Context: an optimization exercise on an open-source flow, tuned for small area. The choices shown serve that exercise and are no tape-out recipe.
The RTL was checked by simulation tests, not by an equivalence proof against the original design.
No activity file was given, so power comes from the tool's default toggle rates.

==> inputs of onyx <==
==> flow/design.v <==
`timescale 1ns/100ps
`timescale 1ns/100ps
`timescale 1ns/100ps
`timescale 1ns/100ps
`timescale 1ns/100ps
`timescale 1ns/100ps
`timescale 1ns/100ps
`timescale 1ns/100ps
`timescale 1ns/100ps
module lc4_cpu (
   input  logic        gwe,
   input  logic        i_arst_n,
   input  logic [15:0] i_imem_insn,
   output logic [15:0] o_imem_addr,
   input  logic [15:0] i_dmem_data,
   output logic [15:0] o_dmem_addr,
   output logic        o_dmem_we,
   output logic [15:0] o_dmem_wdata,
   output logic        o_retire_valid,
   output logic [15:0] o_retire_pc,
   output logic [15:0] o_retire_insn,
   output logic        o_retire_we,
   output logic [2:0]  o_retire_wsel,
   output logic [15:0] o_retire_data
);
   logic       init;     
   logic [2:0] ph;       
   logic       rot;      
   logic       last;
   assign last = (ph == 3'd7);
   always_ff @(posedge gwe or negedge i_arst_n) begin
      if (!i_arst_n) begin
         init <= 1'b1;
         ph   <= 3'd0;
         rot  <= 1'b0;
      end else begin
         ph <= ph + 3'd1;
         if (last) begin
            init <= 1'b0;
            rot  <= ~rot & ~init;
         end
      end
   end
   logic [15:0] insn;
   logic [3:0]  op;
   logic        is_br, is_arith, is_logic, is_ldr, is_str, is_const, is_jmp, is_jmpr;
   logic        regwe, cond, taken_rel;
   logic        nf, zf;    
   assign insn     = i_imem_insn;
   assign op       = insn[15:12];
   assign is_br    = (op == 4'b0000);
   assign is_arith = (op == 4'b0001);
   assign is_logic = (op == 4'b0101);
   assign is_ldr   = (op == 4'b0110);
   assign is_str   = (op == 4'b0111);
   assign is_const = (op == 4'b1001);
   assign is_jmp   = (op == 4'b1100);
   assign is_jmpr  = is_jmp & ~insn[11];
   assign regwe = (is_arith & (insn[5] | ~insn[3])) | is_logic | is_ldr | is_const;
   assign cond      = (insn[11] & nf) | (insn[10] & zf) | (insn[9] & ~nf & ~zf);
   assign taken_rel = (is_br & cond) | (is_jmp & insn[11]);
   logic        w5, w6, w9, sgn;
   logic [15:0] imm;
   assign w5  = is_arith | is_logic;
   assign w6  = is_ldr | is_str;
   assign w9  = is_br | is_const;
   assign sgn = w5 ? insn[4] : w6 ? insn[5] : w9 ? insn[8] : insn[10];
   always_comb begin
      imm        = {16{sgn}};
      imm[4:0]   = insn[4:0];
      if (!w5)        imm[5]    = insn[5];
      if (!w5 && !w6) imm[8:6]  = insn[8:6];
      if (!w5 && !w6 && !w9) imm[10:9] = insn[10:9];
      if (rot && !taken_rel) imm = 16'd0;
   end
   logic [15:0] rf [8];    
   logic [15:0] pc_q;      
   logic [15:0] a_q;       
   logic [15:0] b_q;       
   logic [1:0]  rs_dig, rt_dig, pc_dig, imm_dig;
   logic [2:0]  rt_sel;
   assign rt_sel  = is_str ? insn[11:9] : insn[2:0];
   assign rs_dig  = rf[insn[8:6]][1:0];
   assign rt_dig  = rf[rt_sel][1:0];
   assign pc_dig  = pc_q[{ph, 1'b0} +: 2];
   assign imm_dig = imm[{ph, 1'b0} +: 2];
   logic       sub, cin0, c_in, c_q, use_rt;
   logic [1:0] opa, opb;
   logic [2:0] sum;
   assign use_rt = ~rot & w5 & ~insn[5];
   assign sub    = ~rot & is_arith & ~insn[5] & insn[4];
   assign cin0   = rot ? ~is_jmpr : sub;
   assign c_in   = (ph == 3'd0) ? cin0 : c_q;
   assign opa    = (rot & ~is_jmpr) ? pc_dig : rs_dig;
   assign opb    = (use_rt ? rt_dig : imm_dig) ^ {2{sub}};
   assign sum    = {1'b0, opa} + {1'b0, opb} + {2'b00, c_in};
   always_ff @(posedge gwe) c_q <= sum[2];
   logic [1:0] alu, b_in, a_in;
   logic [3:0] tt;
   logic [1:0] y;
   logic       use_sum;
   assign y       = is_str ? rt_dig : opb;
   assign use_sum = ~(is_logic | is_const | is_str | is_ldr);
   always_comb begin
      if (is_logic & ~insn[5]) begin
         case (insn[4:3])
            2'b00:   tt = 4'b1000;    
            2'b01:   tt = 4'b0011;    
            2'b10:   tt = 4'b1110;    
            default: tt = 4'b0110;    
         endcase
      end else if (is_logic)
         tt = 4'b1000;                
      else if (is_ldr)
         tt = 4'b0000;                
      else
         tt = 4'b1010;                
   end
   assign alu = use_sum ? sum[1:0] : {tt[{rs_dig[1], y[1]}], tt[{rs_dig[0], y[0]}]};
   assign b_in = rot ? b_q[1:0] : alu;
   assign a_in = init ? {(ph == 3'd4) | (ph == 3'd7), 1'b0} : sum[1:0];
   logic ld_now;
   assign ld_now = rot & (ph == 3'd0) & is_ldr;
   always_ff @(posedge gwe) begin
      a_q <= {a_in, a_q[15:2]};
      b_q <= {b_in, b_q[15:2]} | ({i_dmem_data[1:0], i_dmem_data[15:2]} & {16{ld_now}});
      if (last & (rot | init))
         pc_q <= {a_in, a_q[15:2]};
   end
   always_ff @(posedge gwe) begin
      if (last & (init | (rot & regwe))) begin
         nf <= b_q[1] & ~init;
         zf <= (b_q == 16'd0) | init;
      end
   end
   logic [1:0] w_dig;
   assign w_dig = (ld_now ? i_dmem_data[1:0] : b_q[1:0]) & {2{~init}};
   always_ff @(posedge gwe) begin
      for (int k = 0; k < 8; k++) begin
         if (init | (rot & regwe & (insn[11:9] == 3'(k))))
            rf[k] <= {w_dig, rf[k][15:2]};
         else
            rf[k] <= {rf[k][1:0], rf[k][15:2]};
      end
   end
   assign o_imem_addr    = pc_q;
   assign o_dmem_addr    = a_q;
   assign o_dmem_wdata   = b_q;
   assign o_dmem_we      = ~init & rot & (ph == 3'd0) & is_str;
   assign o_retire_valid = ~init & rot & last;
   assign o_retire_pc    = pc_q;
   assign o_retire_insn  = insn;
   assign o_retire_we    = regwe;
   assign o_retire_wsel  = insn[11:9];
   assign o_retire_data  = {b_q[1:0], b_q[15:2]};
endmodule
==> flow/flow/run.sh <==
#!/bin/bash
# Layout: the standard flow (standard.sh) with these changes:
#  - the port buffers are sky130_fd_sc_hd__buf_1 (BUFFER_PORTS_ARGS);
#  - clock tree synthesis inserts no dummy loads (CTS_ARGS);
#  - synthesis maps the logic with flow/abc.script in place of ORFS's abc
#    script. It is synth_recipe.tcl with a wrapper around yosys abc that swaps
#    the -script argument; everything else in synthesis, registers included,
#    is as synth_recipe.tcl makes it.
# Each tool's output goes to a log in this folder: synth_tcl.log (the script),
# standard.log (make and every ORFS step; ORFS's own per-step logs are under orfs/logs).
set -euo pipefail
here=$(pwd)
export BUFFER_PORTS_ARGS="-buffer_cell sky130_fd_sc_hd__buf_1"
export MY_ABC_SCRIPT="$here/flow/abc.script"
export CTS_ARGS="-sink_clustering_enable -repair_clock_nets -buf_list sky130_fd_sc_hd__clkbuf_8 -sink_clustering_size 25 -dont_use_dummy_load"
{
  head -n 1 synth_recipe.tcl
  cat <<'TCL'
proc abc {args} {
  set i [lsearch -exact $args -script]
  if {$i >= 0} {
    set args [lreplace $args $i [expr {$i + 1}] -script $::env(MY_ABC_SCRIPT)]
  }
  yosys abc {*}$args
}
TCL
  tail -n +2 synth_recipe.tcl
} > my_synth.tcl
cp my_synth.tcl synth_tcl.log
sed "s#SYNTH_SCRIPT=[^ ]*#SYNTH_SCRIPT=$here/my_synth.tcl#" standard.sh > my_standard.sh
grep -q "SYNTH_SCRIPT=$here/my_synth.tcl" my_standard.sh
bash my_standard.sh > standard.log 2>&1
==> flow/flow/abc.script <==
strash; dch; amap; topo; stime -c
==> flow/standard.sh <==
#!/bin/bash
# synth_recipe.tcl (not shown) runs the flow's synth.tcl, then flattens the netlist and writes it again
# the make line also repeats each setting of config.mk as NAME=value (left out here)
make -C /OpenROAD-flow-scripts/flow DESIGN_CONFIG=/design/flow/config.mk WORK_HOME=/design/flow/orfs CLKGATE_MAP_FILE= SYNTH_SCRIPT=/design/flow/synth_recipe.tcl "${@:-finish}"
==> flow/config.mk <==
export PLATFORM = sky130hd
export DESIGN_NAME = lc4_cpu
export DESIGN_NICKNAME = lc4_cpu
export VERILOG_FILES = /design/flow/design.v
export SDC_FILE = /design/flow/constraint.sdc
export NUM_CORES = 4
export LEC_CHECK = 0
export ABC_AREA = 1
export CAP_MARGIN = 20
export CORE_MARGIN = 2
export CORE_UTILIZATION = 40
export CTS_BUF_LIST = sky130_fd_sc_hd__clkbuf_8
export PLACE_DENSITY = 0.6
export SLEW_MARGIN = 20
==> flow/constraint.sdc <==
create_clock -name core_clock -period 5.2 [get_ports {gwe}]
set_input_delay 1.0400 -clock core_clock [delete_from_list [all_inputs] [get_ports {gwe}]]
set_output_delay 1.0400 -clock core_clock [all_outputs]
set_load 0.01 [all_outputs]
==> xenon (differences from onyx) <==
--- a/flow/design.v
+++ b/flow/design.v
@@ -97,25 +97,23 @@
    always_ff @(posedge gwe) c_q <= sum[2];
    logic [1:0] alu, b_in, a_in;
-   logic [3:0] tt;
-   logic [1:0] y;
-   logic       use_sum;
-   assign y       = is_str ? rt_dig : opb;
-   assign use_sum = ~(is_logic | is_const | is_str | is_ldr);
    always_comb begin
-      if (is_logic & ~insn[5]) begin
-         case (insn[4:3])
-            2'b00:   tt = 4'b1000;    
-            2'b01:   tt = 4'b0011;    
-            2'b10:   tt = 4'b1110;    
-            default: tt = 4'b0110;    
-         endcase
-      end else if (is_logic)
-         tt = 4'b1000;                
-      else if (is_ldr)
-         tt = 4'b0000;                
+      if (is_logic) begin
+         if (insn[5])
+            alu = rs_dig & opb;
+         else begin
+            case (insn[4:3])
+               2'b00:   alu = rs_dig & opb;
+               2'b01:   alu = ~rs_dig;
+               2'b10:   alu = rs_dig | opb;
+               default: alu = rs_dig ^ opb;
+            endcase
+         end
+      end else if (is_const)
+         alu = imm_dig;
+      else if (is_str)
+         alu = rt_dig;
       else
-         tt = 4'b1010;                
+         alu = sum[1:0];
    end
-   assign alu = use_sum ? sum[1:0] : {tt[{rs_dig[1], y[1]}], tt[{rs_dig[0], y[0]}]};
    assign b_in = rot ? b_q[1:0] : alu;
    assign a_in = init ? {(ph == 3'd4) | (ph == 3'd7), 1'b0} : sum[1:0];
@@ -124,5 +122,8 @@
    always_ff @(posedge gwe) begin
       a_q <= {a_in, a_q[15:2]};
-      b_q <= {b_in, b_q[15:2]} | ({i_dmem_data[1:0], i_dmem_data[15:2]} & {16{ld_now}});
+      if (ld_now)
+         b_q <= {i_dmem_data[1:0], i_dmem_data[15:2]};
+      else
+         b_q <= {b_in, b_q[15:2]};
       if (last & (rot | init))
          pc_q <= {a_in, a_q[15:2]};
==> flow/flow/run.sh (replaced) <==
#!/bin/bash
# Standard layout, with single-drive buffers on the ports.
export BUFFER_PORTS_ARGS="-buffer_cell sky130_fd_sc_hd__buf_1"
export RECOVER_POWER=100
bash standard.sh > standard.log 2>&1
--- a/flow/config.mk
+++ b/flow/config.mk
@@ -9,6 +9,6 @@
 export CAP_MARGIN = 20
 export CORE_MARGIN = 2
-export CORE_UTILIZATION = 40
+export CORE_UTILIZATION = 70
 export CTS_BUF_LIST = sky130_fd_sc_hd__clkbuf_8
-export PLACE_DENSITY = 0.6
+export PLACE_DENSITY = 0.8
 export SLEW_MARGIN = 20
removed: flow/flow/abc.script
==> maple (differences from onyx) <==
--- a/flow/design.v
+++ b/flow/design.v
@@ -97,25 +97,23 @@
    always_ff @(posedge gwe) c_q <= sum[2];
    logic [1:0] alu, b_in, a_in;
-   logic [3:0] tt;
-   logic [1:0] y;
-   logic       use_sum;
-   assign y       = is_str ? rt_dig : opb;
-   assign use_sum = ~(is_logic | is_const | is_str | is_ldr);
    always_comb begin
-      if (is_logic & ~insn[5]) begin
-         case (insn[4:3])
-            2'b00:   tt = 4'b1000;    
-            2'b01:   tt = 4'b0011;    
-            2'b10:   tt = 4'b1110;    
-            default: tt = 4'b0110;    
-         endcase
-      end else if (is_logic)
-         tt = 4'b1000;                
-      else if (is_ldr)
-         tt = 4'b0000;                
+      if (is_logic) begin
+         if (insn[5])
+            alu = rs_dig & opb;
+         else begin
+            case (insn[4:3])
+               2'b00:   alu = rs_dig & opb;
+               2'b01:   alu = ~rs_dig;
+               2'b10:   alu = rs_dig | opb;
+               default: alu = rs_dig ^ opb;
+            endcase
+         end
+      end else if (is_const)
+         alu = imm_dig;
+      else if (is_str)
+         alu = rt_dig;
       else
-         tt = 4'b1010;                
+         alu = sum[1:0];
    end
-   assign alu = use_sum ? sum[1:0] : {tt[{rs_dig[1], y[1]}], tt[{rs_dig[0], y[0]}]};
    assign b_in = rot ? b_q[1:0] : alu;
    assign a_in = init ? {(ph == 3'd4) | (ph == 3'd7), 1'b0} : sum[1:0];
@@ -124,5 +122,8 @@
    always_ff @(posedge gwe) begin
       a_q <= {a_in, a_q[15:2]};
-      b_q <= {b_in, b_q[15:2]} | ({i_dmem_data[1:0], i_dmem_data[15:2]} & {16{ld_now}});
+      if (ld_now)
+         b_q <= {i_dmem_data[1:0], i_dmem_data[15:2]};
+      else
+         b_q <= {b_in, b_q[15:2]};
       if (last & (rot | init))
          pc_q <= {a_in, a_q[15:2]};
==> flow/run.sh (new file) <==
#!/bin/bash
# synth_recipe.tcl (not shown) runs the flow's synth.tcl, then flattens the netlist and writes it again
# the make line also repeats each setting of config.mk as NAME=value (left out here)
make -C /OpenROAD-flow-scripts/flow DESIGN_CONFIG=/design/flow/config.mk WORK_HOME=/design/flow/orfs CLKGATE_MAP_FILE= SYNTH_SCRIPT=/design/flow/synth_recipe.tcl finish
--- a/flow/config.mk
+++ b/flow/config.mk
@@ -6,9 +6,7 @@
 export NUM_CORES = 4
 export LEC_CHECK = 0
-export ABC_AREA = 1
 export CAP_MARGIN = 20
 export CORE_MARGIN = 2
 export CORE_UTILIZATION = 40
-export CTS_BUF_LIST = sky130_fd_sc_hd__clkbuf_8
 export PLACE_DENSITY = 0.6
 export SLEW_MARGIN = 20
removed: flow/flow/run.sh
removed: flow/flow/abc.script
removed: flow/standard.sh
==> summary of the runs <==
- xenon finished with max-capacitance violations, max-slew violations left. onyx finished with timing, DRC and antenna clean. maple passed the timing, DRC and antenna checks.
- Global-route usage: onyx < maple < xenon.
- In xenon the register-to-register slack is better than in onyx, by 50 ps.
- Via count, highest first: xenon, maple, onyx.
- The lowest setup slack belongs to onyx, the highest to xenon.
- Combinational power: maple > onyx > xenon.
- In maple the die area is larger than in xenon, by 77%.
- Cell count: xenon is larger than maple (1.5%).
==> figures <==
Sequential group power: xenon 1.62 mW; maple 1.57 mW; onyx 1.64 mW
# clk buffers: xenon 17; maple 19; onyx 17
Buf/Inv on CP: xenon 3; maple 2; onyx 6
Chip Width: xenon 98.9 µm; maple 132 µm; onyx 124 µm
Die area: xenon 0.00979 mm²; maple 0.0173 mm²; onyx 0.0154 mm²
Register fraction of the total cell area: xenon 0.564; maple 0.466; onyx 0.607
Arrival @ worst endpoint: xenon 4560 ps; maple 4690 ps; onyx 5050 ps
Slowest Stage Delay on Critical Path: xenon 430 ps; maple 840 ps; onyx 530 ps
ClkCell Share: xenon 0.0596; maple 0.0783; onyx 0.0365
Synthesized area per cell: xenon 9.69 µm²; maple 12.2 µm²; onyx 11.3 µm²
Post-place setup slack: xenon 1070 ps; maple 427 ps; onyx 164 ps
Outcome: xenon failed layout checks; maple no timing/DRC/antenna violations; onyx no timing/DRC/antenna violations
Layout check failures: xenon max-capacitance violations, max-slew violations; maple -; onyx -
R2R setup slack: xenon 1720 ps; maple 1710 ps; onyx 1670 ps
Cell area after placement: xenon 0.00651 mm²; maple 0.00770 mm²; onyx 0.00618 mm²
Via count normalized by instance count: xenon 5.64; maple 5.02; onyx 4.95

[port drivers added, routing unchanged]
How much do the figures lean on ideal ports? The routed layouts below were timed once more, with nothing changed but the port constraints.
Step 1 sets driving cells, clkbuf_16 on the clock port and buf_2 on the other inputs (assumed; they add their load-dependent delay and slew).
Step 2 times the ports against the registers' clock, not the clock port: input delays grow and output delays shrink by t, the midpoint of the rising clock arrivals with the driver on.
a / b / c = ideal ports / drivers / drivers and shift; a / b = the first two.
| run | t, ns | setup WS [ns] | hold slack, ns | pins driven straight from the clock port |
|---|---|---|---|---|
| onyx | 0.470 | 0.484 / 0.499 / 0.029 | 0.308 / 0.308 / 0.308 | 1 |
| xenon | 0.495 | 1.024 / 1.042 / 0.547 | 0.325 / 0.325 / 0.325 | 1 |
| maple | 0.461 | 0.839 / 0.836 / 0.375 | 0.321 / 0.321 / 0.321 | 1 |
The setup slack of xenon, which loses most, moves by +0.018 ns with the drivers and by -0.477 ns with both steps.
